This design comes from an exercise in tuning for a short achievable clock period and few clock cycles per item on the open sky130 flow, not from production work.
Only simulation tests tie the RTL to the original design; equivalence was not proved.
Power and IR drop assume default switching activity.

==> flow/config.mk <==
export PLATFORM = sky130hd
export DESIGN_NAME = priority_store_forward_queue_top
export DESIGN_NICKNAME = priority_store_forward_queue_top
export VERILOG_FILES = /design/flow/design.v
export SDC_FILE = /design/flow/constraint.sdc
export NUM_CORES = 4
export LEC_CHECK = 0
export CAP_MARGIN = 20
export CORE_MARGIN = 2
export CORE_UTILIZATION = 40
export PLACE_DENSITY = 0.6
export SLEW_MARGIN = 20
==> flow/constraint.sdc <==
create_clock -name core_clock -period 10.0 [get_ports {clk_i}]
set_input_delay 2.0000 -clock core_clock [delete_from_list [all_inputs] [get_ports {clk_i}]]
set_output_delay 2.0000 -clock core_clock [all_outputs]
set_load 0.01 [all_outputs]
==> flow/design.v <==
package psfq_pkg;
  localparam int unsigned MaxResults = 16;
  localparam int unsigned ExpCntW = $clog2(MaxResults + 1);
  localparam logic [1:0] CmdEnqueue = 2'd0;
  localparam logic [1:0] CmdDequeue = 2'd1;
  localparam logic [1:0] CmdSweep   = 2'd2;
  localparam logic [2:0] EvQueued         = 3'd0;
  localparam logic [2:0] EvDropped        = 3'd1;
  localparam logic [2:0] EvQueueFull      = 3'd2;
  localparam logic [2:0] EvExpired        = 3'd3;
  localparam logic [2:0] EvDequeued       = 3'd4;
  localparam logic [2:0] EvDequeueEmpty   = 3'd5;
  localparam logic [2:0] EvNothingExpired = 3'd6;
  typedef struct packed {
    logic [1:0]  prio;
    logic [31:0] stamp;
    logic [15:0] src;
    logic [15:0] seq;
    logic [31:0] pay;
  } entry_t;
  typedef struct packed {
    logic        found;
    logic [1:0]  prio;
    logic [31:0] stamp;
  } best_t;
  typedef struct packed {
    logic dup;
    logic freeable;
    logic expired;
    logic better;
  } cmp_res_t;
endpackage
import psfq_pkg::*;
module psfq_store #(
  parameter int unsigned SLOTS = 16
) (
  input  logic                     clk_i,
  input  logic [SLOTS-1:0]         we_i,
  input  logic [1:0]               wpri_i,
  input  logic [31:0]              wst_i,
  input  logic [15:0]              wsrc_i,
  input  logic [15:0]              wseq_i,
  input  logic [31:0]              wpay_i,
  output logic [SLOTS-1:0][1:0]    pri_o,
  output logic [SLOTS-1:0][31:0]   st_o,
  output logic [SLOTS-1:0][15:0]   src_o,
  output logic [SLOTS-1:0][15:0]   seq_o,
  output logic [SLOTS-1:0][31:0]   pay_o
);
  logic [SLOTS-1:0][1:0]  pri_q;
  logic [SLOTS-1:0][31:0] st_q;
  logic [SLOTS-1:0][15:0] src_q;
  logic [SLOTS-1:0][15:0] seq_q;
  logic [SLOTS-1:0][31:0] pay_q;
  always_ff @(posedge clk_i) begin
    for (int i = 0; i < SLOTS; i++) begin
      if (we_i[i]) begin
        pri_q[i] <= wpri_i;
        st_q[i]  <= wst_i;
        src_q[i] <= wsrc_i;
        seq_q[i] <= wseq_i;
        pay_q[i] <= wpay_i;
      end
    end
  end
  assign pri_o = pri_q;
  assign st_o  = st_q;
  assign src_o = src_q;
  assign seq_o = seq_q;
  assign pay_o = pay_q;
endmodule
import psfq_pkg::*;
module psfq_cmp (
  input  logic        valid_i,
  input  logic [1:0]  pri_i,
  input  logic [31:0] st_i,
  input  logic [15:0] src_i,
  input  logic [15:0] seq_i,
  input  logic [31:0] now_i,
  input  logic [31:0] life_i,
  input  logic [15:0] isrc_i,
  input  logic [15:0] iseq_i,
  input  logic [1:0]  ipri_i,
  output logic        exp_o,      
  output logic        dup_o,      
  output logic        cand_o,     
  output logic        now_le_o,   
  output logic        st_le_o     
);
  logic [31:0] age;
  assign age      = now_i - st_i;
  assign exp_o    = age >= life_i;
  assign dup_o    = valid_i && (src_i == isrc_i) && (seq_i == iseq_i);
  assign cand_o   = pri_i >= ipri_i;
  assign now_le_o = now_i <= st_i;
  assign st_le_o  = st_i <= now_i;
endmodule
import psfq_pkg::*;
module priority_store_forward_queue_top #(
  parameter int unsigned SLOTS           = 16,
  parameter int unsigned PRIORITY_LEVELS = 4
) (
  input  logic        clk_i,
  input  logic        rst_ni,
  input  logic        in_valid_i,
  output logic        in_stall_o,
  input  logic [1:0]  command_i,
  input  logic [31:0] now_ms_i,
  input  logic        is_data_i,
  input  logic [15:0] source_id_i,
  input  logic [15:0] sequence_number_i,
  input  logic [1:0]  priority_req_i,
  input  logic [31:0] payload_handle_i,
  output logic        out_valid_o,
  input  logic        out_stall_i,
  output logic [2:0]  event_code_o,
  output logic        accepted_o,
  output logic [15:0] out_source_o,
  output logic [15:0] out_sequence_o,
  output logic [1:0]  out_priority_o,
  output logic [31:0] out_payload_o,
  output logic        last_o,
  input  logic        cfg_valid_i,
  output logic        cfg_ready_o,
  input  logic [31:0] cfg_data_i
);
  localparam int unsigned N      = SLOTS;
  localparam int unsigned ItemW  = 2 + 32 + 1 + 16 + 16 + 2 + 32;   
  localparam int unsigned ResW   = 3 + 1 + 16 + 16 + 2 + 32 + 1;    
  localparam int unsigned PriMax = (PRIORITY_LEVELS > 4) ? 3 : PRIORITY_LEVELS - 1;
  localparam logic [1:0] PH_FIRST = 2'd0;   
  localparam logic [1:0] PH_ECHO  = 2'd1;   
  localparam logic [1:0] PH_SWEEP = 2'd2;   
  logic             m_v_q, s_v_q;
  logic [ItemW-1:0] m_q, s_q, in_item;
  logic [1:0]       m_cmd, m_pri, pri_sat;
  logic [31:0]      m_now, m_pay;
  logic             m_data;
  logic [15:0]      m_src, m_seq;
  assign pri_sat = (32'(priority_req_i) > PriMax) ? PriMax[1:0] : priority_req_i;
  assign in_item = {command_i, now_ms_i, is_data_i, source_id_i, sequence_number_i,
                    pri_sat, payload_handle_i};
  assign {m_cmd, m_now, m_data, m_src, m_seq, m_pri, m_pay} = m_q;
  logic [N-1:0]        v_q;
  logic [31:0]         life_q;
  logic [1:0]          ph_q;
  logic [N-1:0]        swm_q;           
  logic [N-1:0][N-1:0] le_q;            
  logic [N-1:0]        we;
  logic [N-1:0][1:0]   sl_pri;
  logic [N-1:0][31:0]  sl_st;
  logic [N-1:0][15:0]  sl_src;
  logic [N-1:0][15:0]  sl_seq;
  logic [N-1:0][31:0]  sl_pay;
  psfq_store #(.SLOTS(N)) u_store (
    .clk_i  (clk_i),
    .we_i   (we),
    .wpri_i (m_pri),
    .wst_i  (m_now),
    .wsrc_i (m_src),
    .wseq_i (m_seq),
    .wpay_i (m_pay),
    .pri_o  (sl_pri),
    .st_o   (sl_st),
    .src_o  (sl_src),
    .seq_o  (sl_seq),
    .pay_o  (sl_pay)
  );
  logic [N-1:0] exp_s, dup_s, cand_s, now_le_s, st_le_s;
  for (genvar i = 0; i < N; i++) begin : g_cmp
    psfq_cmp u_cmp (
      .valid_i  (v_q[i]),
      .pri_i    (sl_pri[i]),
      .st_i     (sl_st[i]),
      .src_i    (sl_src[i]),
      .seq_i    (sl_seq[i]),
      .now_i    (m_now),
      .life_i   (life_q),
      .isrc_i   (m_src),
      .iseq_i   (m_seq),
      .ipri_i   (m_pri),
      .exp_o    (exp_s[i]),
      .dup_o    (dup_s[i]),
      .cand_o   (cand_s[i]),
      .now_le_o (now_le_s[i]),
      .st_le_o  (st_le_s[i])
    );
  end
  logic [N-1:0][N-1:0] older;
  always_comb begin
    for (int i = 0; i < N; i++) begin
      for (int j = 0; j < N; j++) begin
        if (i < j)      older[i][j] = le_q[i][j];
        else if (i > j) older[i][j] = !le_q[j][i];
        else            older[i][j] = 1'b0;
      end
    end
  end
  logic [N-1:0] vic, deq;
  always_comb begin
    for (int i = 0; i < N; i++) begin
      vic[i] = cand_s[i];
      deq[i] = v_q[i];
      for (int j = 0; j < N; j++) begin
        if (j != i) begin
          if (cand_s[j] && !((sl_pri[i] > sl_pri[j]) ||
                             ((sl_pri[i] == sl_pri[j]) && older[i][j])))
            vic[i] = 1'b0;
          if (v_q[j] && !((sl_pri[i] < sl_pri[j]) ||
                          ((sl_pri[i] == sl_pri[j]) && older[i][j])))
            deq[i] = 1'b0;
        end
      end
    end
  end
  function automatic logic [N-1:0] lowest(input logic [N-1:0] m);
    logic [N-1:0] r;
    logic         seen;
    r    = '0;
    seen = 1'b0;
    for (int k = 0; k < N; k++) begin
      if (m[k] && !seen) r[k] = 1'b1;
      seen = seen | m[k];
    end
    lowest = r;
  endfunction
  logic [N-1:0] fr, f1h, ex, e1h, s1h, tgt, sel;
  logic         dup, free, anyc, drop, full, store, tgt_valid, more, swp_last;
  assign fr        = ~v_q | exp_s;
  assign f1h       = lowest(fr);
  assign ex        = v_q & exp_s;
  assign e1h       = lowest(ex);
  assign s1h       = lowest(swm_q);
  assign dup       = |dup_s;
  assign free      = |fr;
  assign anyc      = |cand_s;
  assign drop      = !m_data || dup;
  assign full      = !free && !anyc;
  assign store     = !drop && !full;
  assign tgt       = free ? f1h : vic;
  assign tgt_valid = free ? |(f1h & v_q) : 1'b1;
  assign more      = |(ex & ~e1h);
  assign swp_last  = !(|(swm_q & ~s1h));
  logic [65:0]  msg;
  always_comb begin
    if (ph_q == PH_SWEEP)        sel = s1h;
    else if (m_cmd == CmdEnqueue) sel = tgt;
    else if (m_cmd == CmdDequeue) sel = deq;
    else                          sel = e1h;
    msg = '0;
    for (int i = 0; i < N; i++) begin
      if (sel[i]) msg = msg | {sl_pri[i], sl_src[i], sl_seq[i], sl_pay[i]};
    end
  end
  logic             go, push, done, adv;
  logic [ResW-1:0]  res;
  logic [N-1:0]     v_d, swm_d;
  logic [1:0]       ph_d;
  logic [2:0]       r_ev;
  logic             r_acc, r_last;
  logic [1:0]       r_kind;    
  logic             o_v_q, o2_v_q;
  logic [ResW-1:0]  o_q, o2_q;
  localparam logic [1:0] K_ECHO = 2'd0, K_MSG = 2'd1, K_ZERO = 2'd2;
  assign go = m_v_q && !o2_v_q;
  always_comb begin
    push   = 1'b0;
    done   = 1'b0;
    v_d    = v_q;
    swm_d  = swm_q;
    ph_d   = ph_q;
    we     = '0;
    r_ev   = EvQueued;
    r_acc  = 1'b0;
    r_last = 1'b1;
    r_kind = K_ECHO;
    if (go) begin
      unique case (ph_q)
        PH_ECHO: begin
          push  = 1'b1;
          done  = 1'b1;
          r_ev  = EvQueued;
          r_acc = 1'b1;
          ph_d  = PH_FIRST;
        end
        PH_SWEEP: begin
          push   = 1'b1;
          r_ev   = EvExpired;
          r_kind = K_MSG;
          r_last = swp_last;
          swm_d  = swm_q & ~s1h;
          if (swp_last) begin
            done = 1'b1;
            ph_d = PH_FIRST;
          end
        end
        default: begin
          unique case (m_cmd)
            CmdEnqueue: begin
              push = 1'b1;
              if (drop) begin
                r_ev = EvDropped;
                done = 1'b1;
              end else if (full) begin
                r_ev = EvQueueFull;
                done = 1'b1;
              end else begin
                we  = tgt;
                v_d = v_q | tgt;
                if (tgt_valid) begin
                  r_ev   = EvDropped;
                  r_kind = K_MSG;
                  r_last = 1'b0;
                  ph_d   = PH_ECHO;
                end else begin
                  r_ev  = EvQueued;
                  r_acc = 1'b1;
                  done  = 1'b1;
                end
              end
            end
            CmdDequeue: begin
              push = 1'b1;
              done = 1'b1;
              if (|v_q) begin
                r_ev   = EvDequeued;
                r_acc  = 1'b1;
                r_kind = K_MSG;
                v_d    = v_q & ~deq;
              end else begin
                r_ev   = EvDequeueEmpty;
                r_kind = K_ZERO;
              end
            end
            CmdSweep: begin
              push = 1'b1;
              if (|ex) begin
                r_ev   = EvExpired;
                r_kind = K_MSG;
                r_last = !more;
                v_d    = v_q & ~ex;
                swm_d  = ex & ~e1h;
                if (more) ph_d = PH_SWEEP;
                else      done = 1'b1;
              end else begin
                r_ev   = EvNothingExpired;
                r_kind = K_ZERO;
                done   = 1'b1;
              end
            end
            default: done = 1'b1;   
          endcase
        end
      endcase
    end
  end
  always_comb begin
    unique case (r_kind)
      K_MSG:   res = {r_ev, r_acc, msg[63:48], msg[47:32], msg[65:64], msg[31:0], r_last};
      K_ZERO:  res = {r_ev, r_acc, 16'd0, 16'd0, 2'd0, 32'd0, r_last};
      default: res = {r_ev, r_acc, m_src, m_seq, m_pri, m_pay, r_last};
    endcase
  end
  assign adv = !m_v_q || done;
  always_ff @(posedge clk_i or negedge rst_ni) begin
    if (!rst_ni) begin
      m_v_q  <= 1'b0;
      s_v_q  <= 1'b0;
      o_v_q  <= 1'b0;
      o2_v_q <= 1'b0;
      v_q    <= '0;
      ph_q   <= PH_FIRST;
      life_q <= 32'd60000;
    end else begin
      if (adv) m_v_q <= s_v_q || in_valid_i;
      if (s_v_q) begin
        if (adv) s_v_q <= 1'b0;
      end else if (!adv) begin
        s_v_q <= in_valid_i;
      end
      if (!o_v_q || !out_stall_i) begin
        if (o2_v_q) o2_v_q <= 1'b0;
        else        o_v_q  <= push;
      end else if (push) begin
        o2_v_q <= 1'b1;
      end
      v_q  <= v_d;
      ph_q <= ph_d;
      if (cfg_valid_i) life_q <= cfg_data_i;
    end
  end
  always_ff @(posedge clk_i) begin
    if (adv) m_q <= s_v_q ? s_q : in_item;
    if (!s_v_q && !adv) s_q <= in_item;
    if (!o_v_q || !out_stall_i) begin
      o_q <= o2_v_q ? o2_q : res;
    end else if (push) begin
      o2_q <= res;
    end
    swm_q <= swm_d;
    if (go && ph_q == PH_FIRST && m_cmd == CmdEnqueue && store) begin
      for (int i = 0; i < N; i++) begin
        for (int j = i + 1; j < N; j++) begin
          if (tgt[i])      le_q[i][j] <= now_le_s[j];
          else if (tgt[j]) le_q[i][j] <= st_le_s[i];
        end
      end
    end
  end
  assign in_stall_o     = s_v_q;
  assign cfg_ready_o    = 1'b1;
  assign out_valid_o    = o_v_q;
  assign {event_code_o, accepted_o, out_source_o, out_sequence_o, out_priority_o,
          out_payload_o, last_o} = o_q;
endmodule
==> flow/run.sh <==
#!/bin/bash
# synth_recipe.tcl (not shown) runs the flow's synth.tcl, then flattens the netlist and writes it again
# the make line also repeats each setting of config.mk as NAME=value (left out here)
make -C /OpenROAD-flow-scripts/flow DESIGN_CONFIG=/design/flow/config.mk WORK_HOME=/design/flow/orfs CLKGATE_MAP_FILE= SYNTH_SCRIPT=/design/flow/synth_recipe.tcl finish
==> qor.tcl, run 1 <==
set qor(peakVddDrop_uv) 361.9
set qor(postSynthRegisterBits) 2101
set qor(synth_seq_area_share) 0.4816
set qor(critical_path_required_ns) 10.80
set qor(post-dp-hpwl_um) 360500
set qor(finalPower_w) 0.05187
set qor(ys.flop_type) {sky130_fd_sc_hd__edfxtp_1}
set qor(vias_per_cell) 6.141
set qor(timing_max_transition_violations_final) 0
set qor(yosys-top-cells-area) {sky130_fd_sc_hd__edfxtp_1 47%, sky130_fd_sc_hd__ha_1 13%, sky130_fd_sc_hd__a21oi_1 3.7%, sky130_fd_sc_hd__xnor2_1 3.2%, sky130_fd_sc_hd__xor2_1 3.2%}
set qor(antenna_found_initial) 32
set qor(combinationalPowerShare) 0.570
set qor(wl_um) 510800
set qor(synth.avg_cell_area_um2) 10.76
set qor(dp_cells) 16779
set qor(floorplan.core_area_um2) 324300
set qor(critPathMostFrequentCell) {sky130_fd_sc_hd__nand4_1}
set qor(powerDensity_nw_per_um2) 346.1
set qor(fin_setup_tns_ns) 0
set qor(timing_worst_slew_pin_value_ns) 1.302
set qor(seq_power_share) 0.258
set qor(rsz_0062_raised_after_global_routing) {false}
set qor(r2r_cells) 35
set qor(synth_nets) 13589
set qor(first_global_vias) 97616
set qor(timing_worst_setup_path_type) {flop to flop}
set qor(synth.cells.most_frequent) {2047 x sky130_fd_sc_hd__edfxtp_1, 1304 x sky130_fd_sc_hd__ha_1, 974 x sky130_fd_sc_hd__a21oi_1}
set qor(num_rows) 209
set qor(syn_inst) 12131
set qor(effective_utilization_at_floorplan) 0.4024
set qor(antenna_violating_nets_post_route) 0
set qor(clkSlewWorstSetupHoldPaths_ns) 0.06
set qor(die_x_um) 575.1
set qor(cp_slowest_cell) {sky130_fd_sc_hd__a311oi_1}
set qor(clock_insertion_delay_worst_skew_ns) 1.01
set qor(share_clk_of_total_power) 0.173
set qor(drv_cap) 0
set qor(switchingPower_w) 0.02401
set qor(clock_sinks) 2101
set qor(dieArea_um2) 330800
set qor(die-height_um) 575.1
set qor(hold_viol_final) 0
set qor(post-synth-top-area-fraction) 0.4711
set qor(instances_no_fill) 17239
set qor(hold_depth) 1
set qor(finalWorstSetupSlack_ns) 0.5164
set qor(fillerInstances) 29991
set qor(drt_iter0_drc) 14703
set qor(cts-root-to-sink-buffers) 4
set qor(fraction_of_registers_with_async_set_reset) 0.02570
set qor(preCtsSetupSlack_ns) 0.2988
set qor(crit_path_max_fanout) 34
set qor(finalClockSkew_ns) 0.1424
set qor(sw_frac_of_total) 0.4628
set qor(final-setup-viol-count) 0
set qor(synth_area_leader_cell) {sky130_fd_sc_hd__edfxtp_1}
set qor(top_level_ports) 212
set qor(synth.lib_cells_used.distinct) 103
set qor(outcome) {timing/DRC/antenna clean}
set qor(nets) 14160
set qor(p_leak_nw) 57.30
set qor(drcViolationCount) 0
set qor(io_buffers) 210
set qor(syn-cell-area_um2) 130500
set qor(internal_power_w) 0.02787
set qor(cpPeakStageDelay_ns) 0.73
set qor(ctsHtreeMaxLevel) 4
set qor(final_layout_size_suffix_gt1_frac) 0.08882
set qor(wire_per_inst_um) 29.63
set qor(worst_ep_arrival_time_ns) 10.28
set qor(finalWeightedCongestion) 1.026
set qor(cts-buffers-inserted) 238
set qor(slew_headroom) 0.1229
set qor(period_needed_ns) 9.484
set qor(category_of_the_worst_setup_path_capture_point) {flop}
set qor(global_route_wire_length_before_repair_um) 718100
set qor(cts_tree) {built}
set qor(total_number_of_vias) 105862
set qor(yosys.cell_count.top_type) {sky130_fd_sc_hd__edfxtp_1}
set qor(area.growth.synth_to_final_pct) 14.87
set qor(min_period_over_period) 0.9484
set qor(number_of_iterations_in_the_first_detailed_routing_pass) 10
set qor(grt.total_usage) 0.2986
set qor(number_of_enable_type_register_cells_in_the_synthesized_netlist) 2047
set qor(ctsRootBufferMaster) {sky130_fd_sc_hd__clkbuf_16}
set qor(critPathLaunchType) {flop}
set qor(hold_path.class) {flop to flop}
set qor(globalRoute.totalOverflow) 0
set qor(maximum_number_of_pins_on_one_net_before_global_route_repair) 121
set qor(finalHoldWorstSlack_ns) 0.5019
set qor(cts-hold-fix-buffers) 0
set qor(yosys_warnings) 2
set qor(clock.fmax_mhz) 105.4
-- cell usage in the layout (no fill, tap or decap), types with 210 or more instances in the layout --
master	instances
sky130_fd_sc_hd__edfxtp_1	2047
sky130_fd_sc_hd__ha_1	1302
sky130_fd_sc_hd__a21oi_1	955
sky130_fd_sc_hd__nand2_1	886
sky130_fd_sc_hd__inv_1	839
sky130_fd_sc_hd__o21ai_0	666
sky130_fd_sc_hd__nor2_1	488
sky130_fd_sc_hd__xnor2_1	481
sky130_fd_sc_hd__xor2_1	475
sky130_fd_sc_hd__buf_4	415
sky130_fd_sc_hd__nand3_1	329
sky130_fd_sc_hd__nor3_1	306
sky130_fd_sc_hd__clkbuf_16	245
sky130_fd_sc_hd__a21o_1	231
sky130_fd_sc_hd__a22oi_1	229
sky130_fd_sc_hd__nand4_1	226
sky130_fd_sc_hd__nand2b_1	210
-- critical path: cells and delay by family (launching register included) --
kind | cells | cell delay, ns
compound gates | 17 | 4.89
simple gates | 8 | 1.87
buf+inv | 6 | 1.26
fa+ha+maj | 3 | 0.86
flops | 1 | 0.38
xor+xnor | 1 | 0.14
-- final timing paths --
path | to | start | slack (ns)
min in group asynchronous | life_q[3] | rst_ni | 0.96
hold reg to reg | m_q[3] | s_q[3] | 0.50
hold / removal | m_q[3] | s_q[3] | 0.50
setup / recovery | o_q[35] | m_q[67] | 0.52
setup reg to reg | o_q[35] | m_q[67] | 0.52
max in group asynchronous | v_q[6] | rst_ni | 7.81
-- registers in the layout, summed over array words and instances, names as in the netlist, 2 cells and up --
| signal | flops |
|---|---|
| o_q | 71 |
| u_store.src_q | 256 |
| le_q | 120 |
| swm_q | 15 |
| u_store.seq_q | 256 |
| ph_q | 2 |
| u_store.pri_q | 32 |
| life_q | 32 |
| u_store.st_q | 512 |
| m_q | 101 |
| u_store.pay_q | 512 |
| s_q | 101 |
| o2_q | 71 |
| v_q | 16 |
-- stage by stage --
stage / util / cell area, um^2
after global routing: 0.4621 / 149900
after floorplan: - / 130900
after detailed placement: 0.4378 / 142000
after global placement: 0.4376 / 141900
final: 0.4622 / 149900
after CTS: 0.4619 / 149800
-- layout make-up --
cell class	count	area, um^2	share of cell area
multi-input cells	8815	63890	0.4263
flip-flops and latches	2101	62840	0.4193
repair buffers	702	6725	0.04487
clock buffers	310	6495	0.04334
well taps	4325	5411	0.03611
inverters	844	3168	0.02114
clock inverters	131	1315	0.008774
diodes	11	27.53	0.0001837
-- power groups by stage --
stage,clock network [W],logic (W),registers [W]
after detailed placement,0,0.0286,0.0135
after floorplan,0,0.0175,0.0135
final,0.00895,0.0296,0.0134
after global placement,0,0.0284,0.0135
after global routing,0.00935,0.0318,0.0135
after CTS,0.00904,0.0288,0.0134
-- logic make-up (layout without fill, tap and decap cells) --
kind of cell,Yosys count,after routing,synth area share
buf+inv,1217,1987,0.03595
other cells,1,12,0.00002874
xor+xnor,956,956,0.06418
flops,2101,2101,0.4816
compound gates,3291,3293,0.1615
mux,116,116,0.009926
fa+ha+maj,1324,1324,0.1278
simple gates,3125,3125,0.1190
-- per-layer routing --
metal  GRT usage  vias to the layer above  part of all wire
met5           0                        -           0.00014
met4      0.1356                       10             0.053
met3     0.05573                     1129              0.10
met2      0.4447                     5871              0.42
met1      0.4208                    51698              0.42
li1            -                    47154                 -
-- what timing repair did --
| item | CTS | global route |
|---|---|---|
| gates resized for setup | 0 | 2 |
| setup endpoints to repair | 0 | 221 |
| buffers inserted | 0 | 5 |
Testbench counts, summed over its fixed seeds: cycles 5,289, items 4,800.
==> inputs of run 2 (changes only) <==
--- a/flow/design.v
+++ b/flow/design.v
@@ -71,8 +71,6 @@
 endmodule
 import psfq_pkg::*;
 module psfq_cmp (
-  input  logic        valid_i,
-  input  logic [1:0]  pri_i,
   input  logic [31:0] st_i,
   input  logic [15:0] src_i,
   input  logic [15:0] seq_i,
@@ -80,18 +78,15 @@
   input  logic [31:0] life_i,
   input  logic [15:0] isrc_i,
   input  logic [15:0] iseq_i,
-  input  logic [1:0]  ipri_i,
   output logic        exp_o,      
   output logic        dup_o,      
-  output logic        cand_o,     
   output logic        now_le_o,   
   output logic        st_le_o     
 );
   logic [31:0] age;
   assign age      = now_i - st_i;
   assign exp_o    = age >= life_i;
-  assign dup_o    = valid_i && (src_i == isrc_i) && (seq_i == iseq_i);
-  assign cand_o   = pri_i >= ipri_i;
+  assign dup_o    = (src_i == isrc_i) && (seq_i == iseq_i);
   assign now_le_o = now_i <= st_i;
   assign st_le_o  = st_i <= now_i;
 endmodule
@@ -131,16 +126,19 @@
   localparam logic [1:0] PH_FIRST = 2'd0;   
   localparam logic [1:0] PH_ECHO  = 2'd1;   
   localparam logic [1:0] PH_SWEEP = 2'd2;   
-  logic             m_v_q, s_v_q;
-  logic [ItemW-1:0] m_q, s_q, in_item;
+  logic             m_v_q, r_v_q, s_v_q;
+  logic [ItemW-1:0] m_q, r_q, s_q, in_item;
   logic [1:0]       m_cmd, m_pri, pri_sat;
-  logic [31:0]      m_now, m_pay;
+  logic [31:0]      m_now, m_pay, r_now;
   logic             m_data;
-  logic [15:0]      m_src, m_seq;
+  logic [15:0]      m_src, m_seq, r_src, r_seq;
   assign pri_sat = (32'(priority_req_i) > PriMax) ? PriMax[1:0] : priority_req_i;
   assign in_item = {command_i, now_ms_i, is_data_i, source_id_i, sequence_number_i,
                     pri_sat, payload_handle_i};
   assign {m_cmd, m_now, m_data, m_src, m_seq, m_pri, m_pay} = m_q;
+  assign r_now = r_q[98:67];
+  assign r_src = r_q[65:50];
+  assign r_seq = r_q[49:34];
   logic [N-1:0]        v_q;
   logic [31:0]         life_q;
   logic [1:0]          ph_q;
@@ -166,26 +164,32 @@
     .seq_o  (sl_seq),
     .pay_o  (sl_pay)
   );
-  logic [N-1:0] exp_s, dup_s, cand_s, now_le_s, st_le_s;
-  for (genvar i = 0; i < N; i++) begin : g_cmp
+  logic [N:0]   p_exp, p_dup, p_nle, p_sle;
+  logic [N-1:0] q_exp, q_dup, q_nle, q_sle, we_q;
+  logic         q_exp_w, q_dup_w, q_nle_w, q_sle_w;
+  for (genvar i = 0; i <= N; i++) begin : g_cmp
     psfq_cmp u_cmp (
-      .valid_i  (v_q[i]),
-      .pri_i    (sl_pri[i]),
-      .st_i     (sl_st[i]),
-      .src_i    (sl_src[i]),
-      .seq_i    (sl_seq[i]),
-      .now_i    (m_now),
+      .st_i     ((i < N) ? sl_st[i % N]  : m_now),
+      .src_i    ((i < N) ? sl_src[i % N] : m_src),
+      .seq_i    ((i < N) ? sl_seq[i % N] : m_seq),
+      .now_i    (r_now),
       .life_i   (life_q),
-      .isrc_i   (m_src),
-      .iseq_i   (m_seq),
-      .ipri_i   (m_pri),
-      .exp_o    (exp_s[i]),
-      .dup_o    (dup_s[i]),
-      .cand_o   (cand_s[i]),
-      .now_le_o (now_le_s[i]),
-      .st_le_o  (st_le_s[i])
+      .isrc_i   (r_src),
+      .iseq_i   (r_seq),
+      .exp_o    (p_exp[i]),
+      .dup_o    (p_dup[i]),
+      .now_le_o (p_nle[i]),
+      .st_le_o  (p_sle[i])
     );
   end
+  logic [N-1:0] exp_s, dup_s, cand_s, now_le_s, st_le_s;
+  for (genvar i = 0; i < N; i++) begin : g_fix
+    assign exp_s[i]    = we_q[i] ? q_exp_w : q_exp[i];
+    assign dup_s[i]    = v_q[i] && (we_q[i] ? q_dup_w : q_dup[i]);
+    assign now_le_s[i] = we_q[i] ? q_nle_w : q_nle[i];
+    assign st_le_s[i]  = we_q[i] ? q_sle_w : q_sle[i];
+    assign cand_s[i]   = sl_pri[i] >= m_pri;
+  end
   logic [N-1:0][N-1:0] older;
   always_comb begin
     for (int i = 0; i < N; i++) begin
@@ -252,7 +256,7 @@
       if (sel[i]) msg = msg | {sl_pri[i], sl_src[i], sl_seq[i], sl_pay[i]};
     end
   end
-  logic             go, push, done, adv;
+  logic             go, push, done, adv, r_free;
   logic [ResW-1:0]  res;
   logic [N-1:0]     v_d, swm_d;
   logic [1:0]       ph_d;
@@ -361,10 +365,12 @@
       default: res = {r_ev, r_acc, m_src, m_seq, m_pri, m_pay, r_last};
     endcase
   end
-  assign adv = !m_v_q || done;
+  assign adv    = !m_v_q || done;
+  assign r_free = !r_v_q || adv;
   always_ff @(posedge clk_i or negedge rst_ni) begin
     if (!rst_ni) begin
       m_v_q  <= 1'b0;
+      r_v_q  <= 1'b0;
       s_v_q  <= 1'b0;
       o_v_q  <= 1'b0;
       o2_v_q <= 1'b0;
@@ -372,10 +378,11 @@
       ph_q   <= PH_FIRST;
       life_q <= 32'd60000;
     end else begin
-      if (adv) m_v_q <= s_v_q || in_valid_i;
+      if (adv) m_v_q <= r_v_q;
+      if (r_free) r_v_q <= s_v_q || in_valid_i;
       if (s_v_q) begin
-        if (adv) s_v_q <= 1'b0;
-      end else if (!adv) begin
+        if (r_free) s_v_q <= 1'b0;
+      end else if (!r_free) begin
         s_v_q <= in_valid_i;
       end
       if (!o_v_q || !out_stall_i) begin
@@ -390,8 +397,20 @@
     end
   end
   always_ff @(posedge clk_i) begin
-    if (adv) m_q <= s_v_q ? s_q : in_item;
-    if (!s_v_q && !adv) s_q <= in_item;
+    if (adv) begin
+      m_q     <= r_q;
+      q_exp   <= p_exp[N-1:0];
+      q_dup   <= p_dup[N-1:0];
+      q_nle   <= p_nle[N-1:0];
+      q_sle   <= p_sle[N-1:0];
+      q_exp_w <= p_exp[N];
+      q_dup_w <= p_dup[N];
+      q_nle_w <= p_nle[N];
+      q_sle_w <= p_sle[N];
+      we_q    <= we;
+    end
+    if (r_free) r_q <= s_v_q ? s_q : in_item;
+    if (!s_v_q && !r_free) s_q <= in_item;
     if (!o_v_q || !out_stall_i) begin
       o_q <= o2_v_q ? o2_q : res;
     end else if (push) begin
--- a/flow/config.mk
+++ b/flow/config.mk
@@ -5,8 +5,11 @@
 export SDC_FILE = /design/flow/constraint.sdc
 export NUM_CORES = 4
 export LEC_CHECK = 0
+export ABC_CLOCK_PERIOD_IN_PS = 3000
 export CAP_MARGIN = 20
 export CORE_MARGIN = 2
 export CORE_UTILIZATION = 40
 export PLACE_DENSITY = 0.6
+export SETUP_SLACK_MARGIN = 5
 export SLEW_MARGIN = 20
+export TNS_END_PERCENT = 100
==> run 2 against run 1 <==
Still clean. Die area is 7.2% higher. Clock skew shrank 0.036 ns. First-iteration DRC count grew 22%. Wire length rose by 20%. Critical path type unchanged.
==> qor.tcl, run 2 <==
set qor(yosys.area_share.simple) 0.1082 ;# -0.01078
set qor(synth_area_leader_cell) {sky130_fd_sc_hd__edfxtp_1}
set qor(clock_sinks) 2285 ;# +8.8%
set qor(cts-root-to-sink-buffers) 4 ;# unchanged
set qor(highest-signal-layer) {met5}
set qor(dp_cells) 17251 ;# +2.8%
set qor(synth_mux_area_frac) 0.01569 ;# +0.005767
set qor(effective_utilization_at_floorplan) 0.4011 ;# -0.001296
set qor(grt.total_usage) 0.3311 ;# +0.03246
set qor(top_level_ports) 212 ;# unchanged
set qor(synth.cells.most_frequent) {2230 x sky130_fd_sc_hd__edfxtp_1, 1368 x sky130_fd_sc_hd__ha_1, 1024 x sky130_fd_sc_hd__a21oi_1}
set qor(post-synth-top-area-fraction) 0.4786 ;# +0.007428
set qor(outcome) {timing/DRC/antenna clean}
set qor(powerDensity_nw_per_um2) 375.8 ;# +8.6%
set qor(maximum_number_of_pins_on_one_net_before_global_route_repair) 100 ;# -17%
set qor(synth_nets) 14007 ;# +3.1%
set qor(critPathLaunchType) {flop}
set qor(drv_cap) 0 ;# unchanged
set qor(layout_commonest_cell) {sky130_fd_sc_hd__edfxtp_1}
set qor(timing_worst_setup_path_type) {flop to flop}
set qor(synth_compound_area_frac) 0.1669 ;# +0.005401
set qor(io_buffers) 210 ;# unchanged
set qor(critPathMostFrequentCell) {sky130_fd_sc_hd__buf_4}
set qor(finalPower_w) 0.06234 ;# +20%
set qor(r2r_cells) 13 ;# -63%
set qor(critical_path_required_ns) 10.66 ;# -0.14 ns
set qor(postSynthRegisterBits) 2285 ;# +8.8%
set qor(vias_per_cell) 6.392 ;# +4.1%
set qor(global_route_wire_length_before_repair_um) 833000 ;# +16%
set qor(die-height_um) 595.5 ;# +3.5%
set qor(number_of_iterations_in_the_first_detailed_routing_pass) 9 ;# -1
set qor(wl_um) 613300 ;# +20%
set qor(final_layout_size_suffix_gt1_frac) 0.1402 ;# +0.05140
set qor(ctsHtreeMaxLevel) 5 ;# +1
set qor(met1Wirelength_um) 242600 ;# +13%
set qor(yosys.cell_count.top_type) {sky130_fd_sc_hd__edfxtp_1}
set qor(cpPeakStageDelay_ns) 0.86 ;# +0.13 ns
set qor(yosys-top-cells-area) {sky130_fd_sc_hd__edfxtp_1 48%, sky130_fd_sc_hd__ha_1 12%, sky130_fd_sc_hd__xor2_1 4.2%, sky130_fd_sc_hd__a21oi_1 3.7%, sky130_fd_sc_hd__o21ai_0 2.4%}
set qor(synth_top_family_by_area) {compound AO/OA/AOI/OAI gates}
set qor(ctsRootBufferMaster) {sky130_fd_sc_hd__clkbuf_16}
set qor(wire_per_inst_um) 33.78 ;# +14%
set qor(die_x_um) 595.5 ;# +3.5%
set qor(cts-hold-fix-buffers) 0 ;# unchanged
set qor(antenna_found_initial) 37 ;# +16%
set qor(period_needed_ns) 5.259 ;# -4.225 ns
set qor(timing_worst_slew_pin_value_ns) 1.242 ;# -0.05983 ns
set qor(total_number_of_vias) 116054 ;# +9.6%
set qor(dieArea_um2) 354600 ;# +7.2%
set qor(synth.avg_cell_area_um2) 11.21 ;# +4.2%
set qor(cts_tree) {built}
set qor(peakVddDrop_uv) 309.3 ;# -15%
set qor(min_period_over_period) 0.5259 ;# -0.4225
set qor(post-dp-hpwl_um) 409200 ;# +14%
set qor(fillerInstances) 31625 ;# +5.4%
set qor(floorplan.core_area_um2) 348900 ;# +7.6%
set qor(synth_adder_area_share) 0.1251 ;# -0.002702
set qor(ys.flop_type) {sky130_fd_sc_hd__edfxtp_1}
set qor(met2RoutedLength_um) 252500 ;# +17%
set qor(antenna_violating_nets_post_route) 0 ;# unchanged
set qor(worstHoldEndpoint) {m_q[10]}
set qor(area.growth.synth_to_final_pct) 18.55
set qor(category_of_the_worst_setup_path_capture_point) {flop}
set qor(p_leak_nw) 63.89 ;# +11%
set qor(finalWeightedCongestion) 1.073 ;# +4.6%
set qor(most-common-layout-cells) {2230 x sky130_fd_sc_hd__edfxtp_1, 1348 x sky130_fd_sc_hd__ha_1, 929 x sky130_fd_sc_hd__a21oi_1, 760 x sky130_fd_sc_hd__inv_1, 663 x sky130_fd_sc_hd__xor2_1}
set qor(crit_chain) {buf_4, clkinvlp_4, nor3_1, a211oi_2, a41oi_1, o21ai_1, buf_4, and2_4, buf_6, a222oi_1, and4_1, a31oi_1, mux2_2}
set qor(drt_iter0_drc) 17979 ;# +22%
set qor(layout_top_registers) {u_store.pay_q x512, u_store.st_q x512}
set qor(syn_inst) 12484 ;# +2.9%
set qor(r2r-start) {v_q[1]}
set qor(cts-buffers-inserted) 268 ;# +13%
set qor(reg2reg_slack_ns) 4.74 ;# +4.22 ns
set qor(synth_seq_area_share) 0.4885 ;# +0.006902
set qor(drcViolationCount) 0 ;# unchanged
set qor(yosys_warnings) 2 ;# unchanged
set qor(regToRegEndpoint) {o_q[30]}
set qor(crit_path_max_fanout) 30 ;# -12%
set qor(hold_depth) 0 ;# -1
set qor(dr_wl_met3_um) 76050 ;# +43%
set qor(clock.fmax_mhz) 190.1 ;# +80%
set qor(globalRoute.totalOverflow) 0 ;# unchanged
set qor(slew_headroom) 0.1643 ;# +0.04142
set qor(fin_setup_tns_ns) 0 ;# unchanged
set qor(preCtsSetupSlack_ns) 3.035 ;# +2.736 ns
set qor(hold_path.class) {flop to flop}
set qor(finalWorstSetupSlack_ns) 4.741 ;# +4.225 ns
set qor(hold_viol_final) 0 ;# unchanged
set qor(cp_slowest_cell) {sky130_fd_sc_hd__nor3_1}
set qor(synth.lib_cells_used.distinct) 98 ;# -4.9%
set qor(finalHoldWorstSlack_ns) 0.4101 ;# -0.09179 ns
set qor(number_of_enable_type_register_cells_in_the_synthesized_netlist) 2230 ;# +8.9%
set qor(worst_ep_arrival_time_ns) 5.92 ;# -4.36 ns
set qor(syn-cell-area_um2) 139900 ;# +7.2%
set qor(critical_hold_path_startpoint) {r_q[10]}
set qor(instances_no_fill) 18156 ;# +5.3%
set qor(finalClockSkew_ns) 0.1062 ;# -0.03617 ns
set qor(fraction_of_registers_with_async_set_reset) 0.02407 ;# -0.001632
set qor(first_global_vias) 105654 ;# +8.2%
set qor(nets) 14855 ;# +4.9%
set qor(timing_max_transition_violations_final) 0 ;# unchanged
set qor(num_rows) 217 ;# +3.8%
set qor(clock_insertion_delay_worst_skew_ns) 0.96 ;# -0.05 ns
set qor(final-setup-viol-count) 0 ;# unchanged
set qor(clkSlewWorstSetupHoldPaths_ns) 0.06 ;# about the same
set qor(rsz_0062_raised_after_global_routing) {true}
set qor(post_synth_xor_area_fraction) 0.06309 ;# -0.001083
-- run 2: changes by cell type after synthesis, sizes merged, moves of 97 or more --
cell | before | now
nand2 | 890 | 558
xor2 | 475 | 665
edfxtp | 2047 | 2230
nor3 | 310 | 145
a21o | 231 | 383
o21ai | 803 | 664
xnor2 | 481 | 343
nand3 | 334 | 210
nor2b | 130 | 227
-- run 2: how the worst max path moves through the flow --
stage	from	to	slack (ns)
2_1_floorplan	m_q[32]	we_q[7]	3.99
3_3_place_gp	r_q[72]	q_exp[2]	3.11
3_5_place_dp	m_q[33]	u_store.pay_q[448]	3.03
4_1_cts	r_q[67]	q_exp[0]	4.74
5_1_grt	r_q[67]	q_exp[0]	4.62
6_report	v_q[1]	o_q[30]	4.74
-- run 2: metal layers --
metal / global-route usage / vias up
met5: 0 / -
met4: 0.1847 / 24
met3: 0.08515 / 1691
met2: 0.4776 / 7757
met1: 0.4510 / 56797
li1: - / 49785
-- run 2: repair_timing --
action                                  in CTS  in global routing
endpoints found under the setup margin    2303                715
gates cloned                                21                  9
gates resized for setup                    537                338
pin swaps                                  182                254
setup buffers                              237                142
-- run 2: final cells by class --
class                   instances  area [um^2]  share of cell area
inverters                     791         3038             0.01831
clock buffers                 322         7141             0.04304
flip-flops and latches       2285        68360              0.4121
diodes                         14        35.03           0.0002112
clock inverters               159         1627            0.009805
multi-input cells            9036        70770              0.4266
repair buffers                950         9165             0.05525
well taps                    4599         5754             0.03469
-- run 2: critical path: cells and delay by family, from the launching register on --
family                 cells  cell delay [ns]
buffers and inverters      4             1.51
AOI/OAI and AO/OA          5             1.42
and+or+nand+nor            3             1.35
DFF                        1             0.35
muxes                      1             0.29
-- run 2: report_power, final --
part	internal (W)	total, W	switching (W)	leakage [nW]
Combinational	0.0135	0.0371	0.0236	38.5
Clock	0.00576	0.0101	0.00430	4.27
Sequential	0.0137	0.0152	0.00154	21.2
-- run 2: cells by family after synthesis --
group                    after synthesis
AO/OA/AOI/OAI                       3528
XOR/XNOR                            1008
adder cells (fa/ha/maj)             1390
buffers and inverters               1177
flip-flops                          2285
multiplexers                         200
other                                  1
AND/OR/NAND/NOR                     2895
-- run 2: through the flow --
step | instance area, um^2 | util
after CTS | 163000 | 0.4671
after detailed placement | 149500 | 0.4286
after global routing | 165900 | 0.4754
final | 165900 | 0.4755
after global placement | 149500 | 0.4285
after floorplan | 140200 | -
Testbench counts of run 2, summed over its fixed seeds: cycles 5,297, items 4,800.

## port drivers added, routing unchanged
No port has a modelled driver above. Below, the same layouts with a new extraction and two added sets of constraints.
Step 1 (the two cells are an assumption about what drives the block):
set clk [get_ports {clk_i}]
set_driving_cell -lib_cell sky130_fd_sc_hd__clkbuf_16 $clk
set_driving_cell -lib_cell sky130_fd_sc_hd__buf_2 [delete_from_list [all_inputs] $clk]
Step 2 moves the port delays by t, midway between the first and last clock arrival at a register: inputs arrive t later, outputs are due t later. That takes back most of the time a late clock gives input paths.
a / b / c = ideal ports / drivers / drivers and shift; a / b = the first two.
| run | shift t [ns] | setup WS [ns] | worst setup path at the end |
|---|---|---|---|
| run 1 | 1.029 | 0.516 / 0.516 / 0.516 | register to register |
| run 2 | 1.020 | 4.741 / 4.741 / 4.741 | register to register |
After both steps setup and hold are still met in every run listed.
